What follows belongs to an exercise in optimizing a design on an open flow for small area, a short achievable clock period and few clock cycles; a production flow would make more cautious choices. Function not checked in this run: the RTL went through the layout flow alone. Power figures rest on the tool's default switching activity, not on a simulated workload.

<file path="config.mk">
export PLATFORM = sky130hd
export DESIGN_NAME = rate_monotonic_task_picker
export DESIGN_NICKNAME = rate_monotonic_task_picker
export VERILOG_FILES = /design/flow/design.v
export SDC_FILE = /design/flow/constraint.sdc
export NUM_CORES = 4
export LEC_CHECK = 0
export CAP_MARGIN = 20
export CORE_MARGIN = 2
export CORE_UTILIZATION = 40
export PLACE_DENSITY = 0.6
export SLEW_MARGIN = 20
</file>
<file path="constraint.sdc">
create_clock -name core_clock -period 10.0 [get_ports {clk_i}]
set_input_delay 2.0000 -clock core_clock [delete_from_list [all_inputs] [get_ports {clk_i}]]
set_output_delay 2.0000 -clock core_clock [all_outputs]
set_load 0.01 [all_outputs]
</file>
<file path="design.v">
`timescale 1ns / 1ps
package rmtp_pkg;
  localparam int MaxTasksDef = 16;
  localparam int CfgDataW = 5;
  localparam int CfgIdxW  = 1;
  localparam logic [CfgIdxW-1:0] REG_TASK_COUNT = 1'd0;
  localparam logic [CfgIdxW-1:0] REG_IDLE_TASK  = 1'd1;
  localparam logic [2:0] OP_LOAD     = 3'd0;
  localparam logic [2:0] OP_TICK     = 3'd1;
  localparam logic [2:0] OP_SET      = 3'd2;
  localparam logic [2:0] OP_WAKE_REQ = 3'd3;
  localparam logic [2:0] OP_WAIT_REQ = 3'd4;
  localparam logic [1:0] ST_OTHER   = 2'd0;
  localparam logic [1:0] ST_READY   = 2'd1;
  localparam logic [1:0] ST_RUNNING = 2'd2;
  localparam logic [1:0] ST_WAIT    = 2'd3;
  typedef struct packed {
    logic [2:0]  opcode;
    logic [3:0]  task_index;
    logic [15:0] period;
    logic [15:0] deadline;
    logic [1:0]  new_state;
    logic [15:0] wait_ticks;
    logic [3:0]  current_task;
    logic [31:0] now;
  } in_item_t;
  typedef struct packed {
    logic [3:0] chosen_idx;
    logic       is_idle;
  } out_item_t;
  typedef enum logic [2:0] {
    STEP_NONE,
    STEP_CHG_RD,
    STEP_CHG_WR,
    STEP_SCAN,
    STEP_POST
  } step_e;
  typedef struct packed {
    logic  take;
    step_e step;
  } cmd_t;
  typedef struct packed {
    logic scan_done;
    logic out_free;
  } status_t;
endpackage
`timescale 1ns / 1ps
module rmtp_ctrl (
  input  logic       clk_i,
  input  logic       rst_ni,
  input  logic       in_valid_i,
  input  logic [2:0] in_opcode_i,
  output logic       in_stall_o,
  output logic       take_o,
  input  logic       out_stall_i,
  output logic       out_valid_o
);
  logic out_vld_q;
  assign in_stall_o  = out_vld_q;
  assign take_o      = in_valid_i && !out_vld_q;
  assign out_valid_o = out_vld_q;
  always_ff @(posedge clk_i or negedge rst_ni) begin
    if (!rst_ni) begin
      out_vld_q <= 1'b0;
    end else if (take_o && in_opcode_i == rmtp_pkg::OP_TICK) begin
      out_vld_q <= 1'b1;
    end else if (!out_stall_i) begin
      out_vld_q <= 1'b0;
    end
  end
endmodule
`timescale 1ns / 1ps
module rmtp_dpath (
  input  logic                              clk_i,
  input  logic                              rst_ni,
  input  logic                              take_i,
  input  rmtp_pkg::in_item_t                in_data_i,
  output rmtp_pkg::out_item_t               out_data_o,
  input  logic                              cfg_we_i,
  input  logic [rmtp_pkg::CfgIdxW-1:0]      cfg_idx_i,
  input  logic [rmtp_pkg::CfgDataW-1:0]     cfg_wdata_i
);
  localparam int N = 16;
  logic [N-1:0][15:0] per_q, dl_q, qt_q, tmr_q;
  logic [N-1:0][31:0] rel_q;
  logic [N-1:0][1:0]  st_q;
  logic [N-1:0]       wake_q, wait_q;
  logic [N-1:0][N-1:0] le_q;
  logic [4:0]          task_count_q;
  logic [3:0]          idle_task_q;
  logic [31:0]         now_q;
  logic            is_load, is_tick, is_set, is_wake, is_wait;
  logic [N-1:0]    ksel, csel, act;
  logic [3:0]      cur;
  logic            chg_en, refill;
  logic [15:0]     q_cur, p_cur, q_dec;
  logic [31:0]     r_cur, r_sum;
  logic [N-1:0]    p_lt, p_eq;
  assign is_load = take_i && in_data_i.opcode == rmtp_pkg::OP_LOAD;
  assign is_tick = take_i && in_data_i.opcode == rmtp_pkg::OP_TICK;
  assign is_set  = take_i && in_data_i.opcode == rmtp_pkg::OP_SET;
  assign is_wake = take_i && in_data_i.opcode == rmtp_pkg::OP_WAKE_REQ;
  assign is_wait = take_i && in_data_i.opcode == rmtp_pkg::OP_WAIT_REQ;
  assign cur     = in_data_i.current_task;
  assign chg_en  = is_tick && cur != idle_task_q;
  assign q_cur  = qt_q[cur];
  assign p_cur  = per_q[cur];
  assign r_cur  = rel_q[cur];
  assign q_dec  = q_cur - 16'd1;
  assign refill = (q_cur == 16'd1) || wait_q[cur];
  assign r_sum  = r_cur + 32'(p_cur);
  always_comb begin
    for (int i = 0; i < N; i++) begin
      ksel[i] = in_data_i.task_index == 4'(i);
      csel[i] = cur == 4'(i);
      act[i]  = (task_count_q[4] || task_count_q[3:0] > 4'(i)) && idle_task_q != 4'(i);
      p_lt[i] = per_q[i] < in_data_i.period;
      p_eq[i] = per_q[i] == in_data_i.period;
    end
  end
  for (genvar i = 0; i < N; i++) begin : g_ent
    logic [1:0]  st_nx;
    logic [15:0] tmr_nx;
    logic        wk_hit, tm_dec;
    always_comb begin
      wk_hit = st_q[i] == rmtp_pkg::ST_WAIT && wake_q[i];
      tm_dec = st_q[i] == rmtp_pkg::ST_WAIT && !wake_q[i] && tmr_q[i] != 16'd0;
      st_nx  = st_q[i];
      tmr_nx = tmr_q[i];
      if (wk_hit || (tm_dec && tmr_q[i] == 16'd1)) begin
        st_nx = rmtp_pkg::ST_READY;
      end
      if (tm_dec) begin
        tmr_nx = tmr_q[i] - 16'd1;
      end
    end
    always_ff @(posedge clk_i) begin
      if (is_load && ksel[i]) begin
        per_q[i] <= in_data_i.period;
        dl_q[i]  <= in_data_i.deadline;
      end
      if (is_load && ksel[i]) begin
        qt_q[i] <= in_data_i.deadline;
      end else if (chg_en && csel[i]) begin
        qt_q[i] <= refill ? dl_q[i] : q_dec;
      end
      if (is_load && ksel[i]) begin
        rel_q[i] <= 32'd1;
      end else if (chg_en && csel[i] && refill) begin
        rel_q[i] <= r_sum;
      end
      if (is_set && ksel[i]) begin
        tmr_q[i] <= in_data_i.wait_ticks;
      end else if (is_tick && act[i]) begin
        tmr_q[i] <= tmr_nx;
      end
    end
    always_ff @(posedge clk_i or negedge rst_ni) begin
      if (!rst_ni) begin
        st_q[i]   <= rmtp_pkg::ST_OTHER;
        wake_q[i] <= 1'b0;
        wait_q[i] <= 1'b0;
      end else begin
        if (is_set && ksel[i]) begin
          st_q[i] <= in_data_i.new_state;
        end else if (is_tick && act[i]) begin
          st_q[i] <= st_nx;
        end
        if (is_wake && ksel[i]) begin
          wake_q[i] <= 1'b1;
        end else if (is_tick && act[i] && wk_hit) begin
          wake_q[i] <= 1'b0;
        end
        if (is_wait && ksel[i]) begin
          wait_q[i] <= 1'b1;
        end else if (chg_en && csel[i] && refill) begin
          wait_q[i] <= 1'b0;
        end
      end
    end
    for (genvar j = i + 1; j < N; j++) begin : g_ord
      always_ff @(posedge clk_i) begin
        if (is_load && ksel[i]) begin
          le_q[i][j] <= !p_lt[j];
        end else if (is_load && ksel[j]) begin
          le_q[i][j] <= p_lt[i] || p_eq[i];
        end
      end
    end
  end
  always_ff @(posedge clk_i) begin
    if (is_tick) begin
      now_q <= in_data_i.now;
    end
  end
  always_ff @(posedge clk_i or negedge rst_ni) begin
    if (!rst_ni) begin
      task_count_q <= '0;
      idle_task_q  <= '0;
    end else if (cfg_we_i) begin
      if (cfg_idx_i == rmtp_pkg::REG_TASK_COUNT) begin
        task_count_q <= cfg_wdata_i;
      end else begin
        idle_task_q <= cfg_wdata_i[3:0];
      end
    end
  end
  logic [N-1:0] rdy, win;
  logic [3:0]   win_idx;
  always_comb begin
    for (int i = 0; i < N; i++) begin
      rdy[i] = act[i] && (st_q[i] == rmtp_pkg::ST_READY || st_q[i] == rmtp_pkg::ST_RUNNING) &&
               rel_q[i] <= now_q;
    end
    for (int i = 0; i < N; i++) begin
      win[i] = rdy[i];
      for (int j = 0; j < N; j++) begin
        if (j < i) begin
          win[i] = win[i] && (!rdy[j] || !le_q[j][i]);
        end else if (j > i) begin
          win[i] = win[i] && (!rdy[j] || le_q[i][j]);
        end
      end
    end
    win_idx = '0;
    for (int i = 0; i < N; i++) begin
      if (win[i]) begin
        win_idx = win_idx | 4'(i);
      end
    end
    out_data_o.chosen_idx = (|rdy) ? win_idx : idle_task_q;
    out_data_o.is_idle    = !(|rdy);
  end
endmodule
`timescale 1ns / 1ps
module rate_monotonic_task_picker #(
  parameter int MAX_TASKS = rmtp_pkg::MaxTasksDef
) (
  input  logic                          clk_i,
  input  logic                          rst_ni,
  input  logic                          in_valid_i,
  output logic                          in_stall_o,
  input  logic [92:0]                   in_data_i,
  output logic                          out_valid_o,
  input  logic                          out_stall_i,
  output logic [4:0]                    out_data_o,
  input  logic                          cfg_we_i,
  input  logic [0:0]                    cfg_idx_i,
  input  logic [4:0]                    cfg_wdata_i
);
  rmtp_pkg::in_item_t  in_item;
  rmtp_pkg::out_item_t out_item;
  logic                take;
  assign in_item    = rmtp_pkg::in_item_t'(in_data_i);
  assign out_data_o = out_item;
  rmtp_ctrl u_ctrl (
    .clk_i       (clk_i),
    .rst_ni      (rst_ni),
    .in_valid_i  (in_valid_i),
    .in_opcode_i (in_item.opcode),
    .in_stall_o  (in_stall_o),
    .take_o      (take),
    .out_stall_i (out_stall_i),
    .out_valid_o (out_valid_o)
  );
  rmtp_dpath u_dpath (
    .clk_i       (clk_i),
    .rst_ni      (rst_ni),
    .take_i      (take),
    .in_data_i   (in_item),
    .out_data_o  (out_item),
    .cfg_we_i    (cfg_we_i),
    .cfg_idx_i   (cfg_idx_i),
    .cfg_wdata_i (cfg_wdata_i)
  );
endmodule
</file>
<file path="run.sh">
#!/bin/bash
# synth_recipe.tcl (not shown) runs the flow's synth.tcl, then flattens the netlist and writes it again
# the make line also repeats each setting of config.mk as NAME=value (left out here)
make -C /OpenROAD-flow-scripts/flow DESIGN_CONFIG=/design/flow/config.mk WORK_HOME=/design/flow/orfs CLKGATE_MAP_FILE= SYNTH_SCRIPT=/design/flow/synth_recipe.tcl finish
</file>
==> impl_metrics.py <==
metrics = {
    "sta": {
        "setup_viol": 0,
        "grt_setup_unrepaired": "no",
        "max_slew_margin": 0.203,
        "hold_ws_ns": 0.482,
        "timing.fmax_mhz": 115,
        "slew_viol_final": 0,
        "finalSetupTns_ns": 0,
        "worst_slew_pin_slew_ns": 1.19,
        "hold_violations": 0,
        "min_period_ns": 8.69,
        "fin_skew_ns": 0.0791,
        "fin_crit_sh": 0.869,
    },
    "clock_network": {
        "cts_tree": "built",
        "cts_buffers": 197,
        "clkLatencyLatePin_ns": 0.91,
        "post_cts_buffers": 0,
        "h-tree-depth": 4,
        "clock_sinks": 1762,
        "cts_resized": 0,
        "clk_path_buf_depth": 3,
        "cts_root_buffer": "clkbuf_16",
        "hold_buffers": 0,
        "cts.clk_slew.worst_paths_ns": 0.06,
    },
    "place": {
        "io_buffers": 110,
        "gp_congestion": 0.983,
        "dp_hpwl_mm": 224,
    },
    "drt": {
        "routed_wirelength_mm": 330,
        "vias_per_cell": 6.09,
        "num_vias": 75800,
        "first_iter_violations": 8328,
        "drc_errors": 0,
        "drt-pass1-iter-count": 8,
        "detail-route-antenna-nets": 0,
        "routedWlPerCell_um": 26.5,
    },
    "finish": {
        "layout-drive-gt1-share": 0.111,
        "synthToLayoutAreaGrowth_pct": 12.0,
        "nets": 10000,
        "fillers": 22100,
    },
    "global_routing": {
        "overflow": 0,
        "grt_max_degree": 175,
        "grt.total_usage": 0.264,
        "grt_pass1_vias": 72600,
        "antenna_found_initial": 19,
        "grt_pass1_wl_mm": 482,
    },
    "synthesis": {
        "synth_edf_count": 1176,
        "ys_ff_latch": 1762,
        "avgSynthCellArea_um2": 10.6,
        "ys_seq_area_frac": 0.492,
        "synthArstFlopShare": 0.0420,
        "yosysUniqueCellTypes": 91,
        "synth-main-ff-cell": "edfxtp_1",
        "synth_nets": 10000,
        "syn_area_mm2": 0.0964,
        "syn_inst": 9103,
        "synth_warnings": 2,
    },
    "floorplanning": {
        "die_width_um": 495,
        "core_mm2": 0.240,
        "fp-row-count": 180,
        "initial_core_util": 0.402,
        "io_pins": 111,
        "fp.dieArea_mm2": 0.245,
        "die_y_um": 495,
    },
    "setup_path": {
        "crit_required_ns": 8.00,
        "arrival_ns": 6.69,
        "crit_start": "u_dpath.now_q[13]",
        "critPathKind": "reg2out",
        "endpoint_kind": "output port",
        "start_kind": "flop",
        "worstReg2RegStart": "u_dpath.per_q[48]",
        "path_max_fanout": 11,
    },
    "pwr": {
        "vdd_drop_max_mv": 0.164,
        "powerDensity_mw_per_mm2": 160,
        "p_leak_nw": 40.1,
    },
    "flow_run": {
        "cap_violations": 0,
    },
    "run_status": {
        "status": "complete, no violations",
    },
    "hold_path": {
        "hold_path.class": "reg2reg",
        "hp-start": "u_dpath.rel_q[259]",
    },
}
## per-layer routing
| metal | global-route usage | part of all wire | vias to the layer above | wire length (µm) |
|---|---|---|---|---|
| li1 | - | - | 34000 | - |
| met4 | 0.125 | 0.051 | 4 | 17000 |
| met3 | 0.0442 | 0.091 | 691 | 30200 |
| met2 | 0.410 | 0.45 | 3728 | 148000 |
| met5 | 0 | 0.000054 | - | 18 |
| met1 | 0.358 | 0.41 | 37400 | 135000 |
## path summary, 6_finish.rpt
path / cells past startpoint / end / slack [ns]
min in group asynchronous: 1 / u_dpath.st_q[2] / 1.22
worst min-delay path: 2 / u_dpath.rel_q[259] / 0.48
max in group asynchronous: 1 / u_dpath.wait_q[5] / 8.26
worst min register to register: 2 / u_dpath.rel_q[259] / 0.48
worst max-delay path: 16 / out_data_o[2] / 1.31
worst max register to register: 16 / u_dpath.rel_q[343] / 4.52
## cell type report
| cell class | instances | area (µm²) | share of cell area |
|---|---|---|---|
| flip-flops and latches | 1762 | 47400 | 0.439 |
| diodes | 12 | 30.0 | 0.000278 |
| clock inverters | 100 | 928 | 0.00859 |
| multi-input cells | 6580 | 46500 | 0.430 |
| repair buffers | 328 | 2770 | 0.0256 |
| well taps | 3185 | 3990 | 0.0369 |
| clock buffers | 270 | 5570 | 0.0516 |
| inverters | 211 | 832 | 0.00770 |
## kinds of logic after synthesis
logic type / count (synthesis) / synth area share
buffers and inverters: 761 / 0.0315
AO/OA/AOI/OAI: 2509 / 0.147
flip-flops: 1762 / 0.492
XOR/XNOR: 239 / 0.0217
multiplexers: 335 / 0.0769
AND/OR/NAND/NOR: 2663 / 0.123
adder cells (fa/ha/maj): 834 / 0.108
## per-stage QoR
stage          instances  setup slack [ns]  cell area (µm²)  total power [mW]  utilization
5_1_grt            12400              1.19           108000              17.8        0.450
4_1_cts            12400              1.48           108000              17.3        0.450
2_1_floorplan       9103              1.60            96400              9.27            -
6_report           12400              1.31           108000              17.3        0.450
3_3_place_gp       12100              1.42           101000              10.0        0.422
3_5_place_dp       12100              1.42           101000              10.0        0.423
## synthesized netlist by cell type, types with 74 or more instances
library cell / instances / area, µm²
a21oi_1: 951 / 4760
a31oi_1: 89 / 557
buf_2: 75 / 375
clkbuf_1: 417 / 1570
dfrtp_1: 74 / 1850
dfxtp_1: 512 / 10200
edfxtp_1: 1176 / 35300
ha_1: 833 / 10400
inv_1: 206 / 773
mux4_2: 324 / 7300
nand2_1: 1191 / 4470
nand3_1: 100 / 500
nand4_1: 185 / 1160
nor2_1: 688 / 2580
nor2b_1: 95 / 594
nor3_1: 125 / 626
nor4_1: 105 / 657
o21ai_0: 950 / 4750
xnor2_1: 187 / 1640
## critical path: stages (launching register included)
cell	delay, ns
edfxtp_1	0.36
inv_1	0.40
buf_4	0.26
ha_1	0.25
a21oi_1	0.16
nor2_1	0.06
a211oi_1	0.57
a31oi_1	0.22
o211ai_1	0.83
nand2_1	0.60
nand4_1	0.26
nor3_1	0.08
buf_4	0.17
a21oi_1	0.18
o41ai_1	0.14
o41a_1	0.63
clkdlybuf4s50_1	0.59
## sequential cells by signal, summed over array words and instances (netlist names)
| register | flops |
|---|---|
| u_dpath.le_q | 120 |
| u_dpath.task_count_q | 5 |
| u_dpath.idle_task_q | 4 |
| u_dpath.wake_q | 16 |
| u_dpath.qt_q | 256 |
| u_dpath.per_q | 256 |
| u_dpath.rel_q | 512 |
| u_dpath.dl_q | 256 |
| u_ctrl.out_vld_q | 1 |
| u_dpath.now_q | 32 |
| u_dpath.wait_q | 16 |
| u_dpath.st_q | 32 |
| u_dpath.tmr_q | 256 |
## cells in the final DEF (no fill, tap or decap), drive strengths merged, types with 101 or more instances in the layout
cell type     n
edfxtp     1176
nand3       101
a21oi       951
nand4       185
nor4        105
dfxtp       512
nand2      1191
xnor2       187
ha          833
buf         241
clkbuf      270
inv         223
nor3        126
nor2        691
mux4        324
o21ai       982
## report_power, final
part	internal [mW]	total, mW	switching, mW
clock	4.13	7.31	3.19
combinational	0.632	1.91	1.28
sequential	7.91	8.03	0.115

==> separate check: timing with driven ports <==
The results above use ideal ports. As a check the final layout listed here was re-extracted and re-timed, cells and wires unchanged.
Step 1 sets driving cells, clkbuf_16 on the clock port and buf_2 on the other inputs (assumed; they add their load-dependent delay and slew).
Step 2 times the ports against the registers' clock, not the clock port: input delays grow and output delays shrink by t, the midpoint of the rising clock arrivals with the driver on.
Slacks: ideal ports / drivers / drivers and shift; pairs: ideal ports / drivers.
shift t [ns]: 0.961
setup WS [ns]: 1.310 / 1.208 / 1.372
hold WS [ns]: 0.482 / 0.482 / 0.482
worst register clock-pin slew, ns: 0.06 / 0.06
After both steps this run still meets setup and hold. The setup slack of this run moves by -0.102 ns with the drivers and by +0.062 ns with both steps.
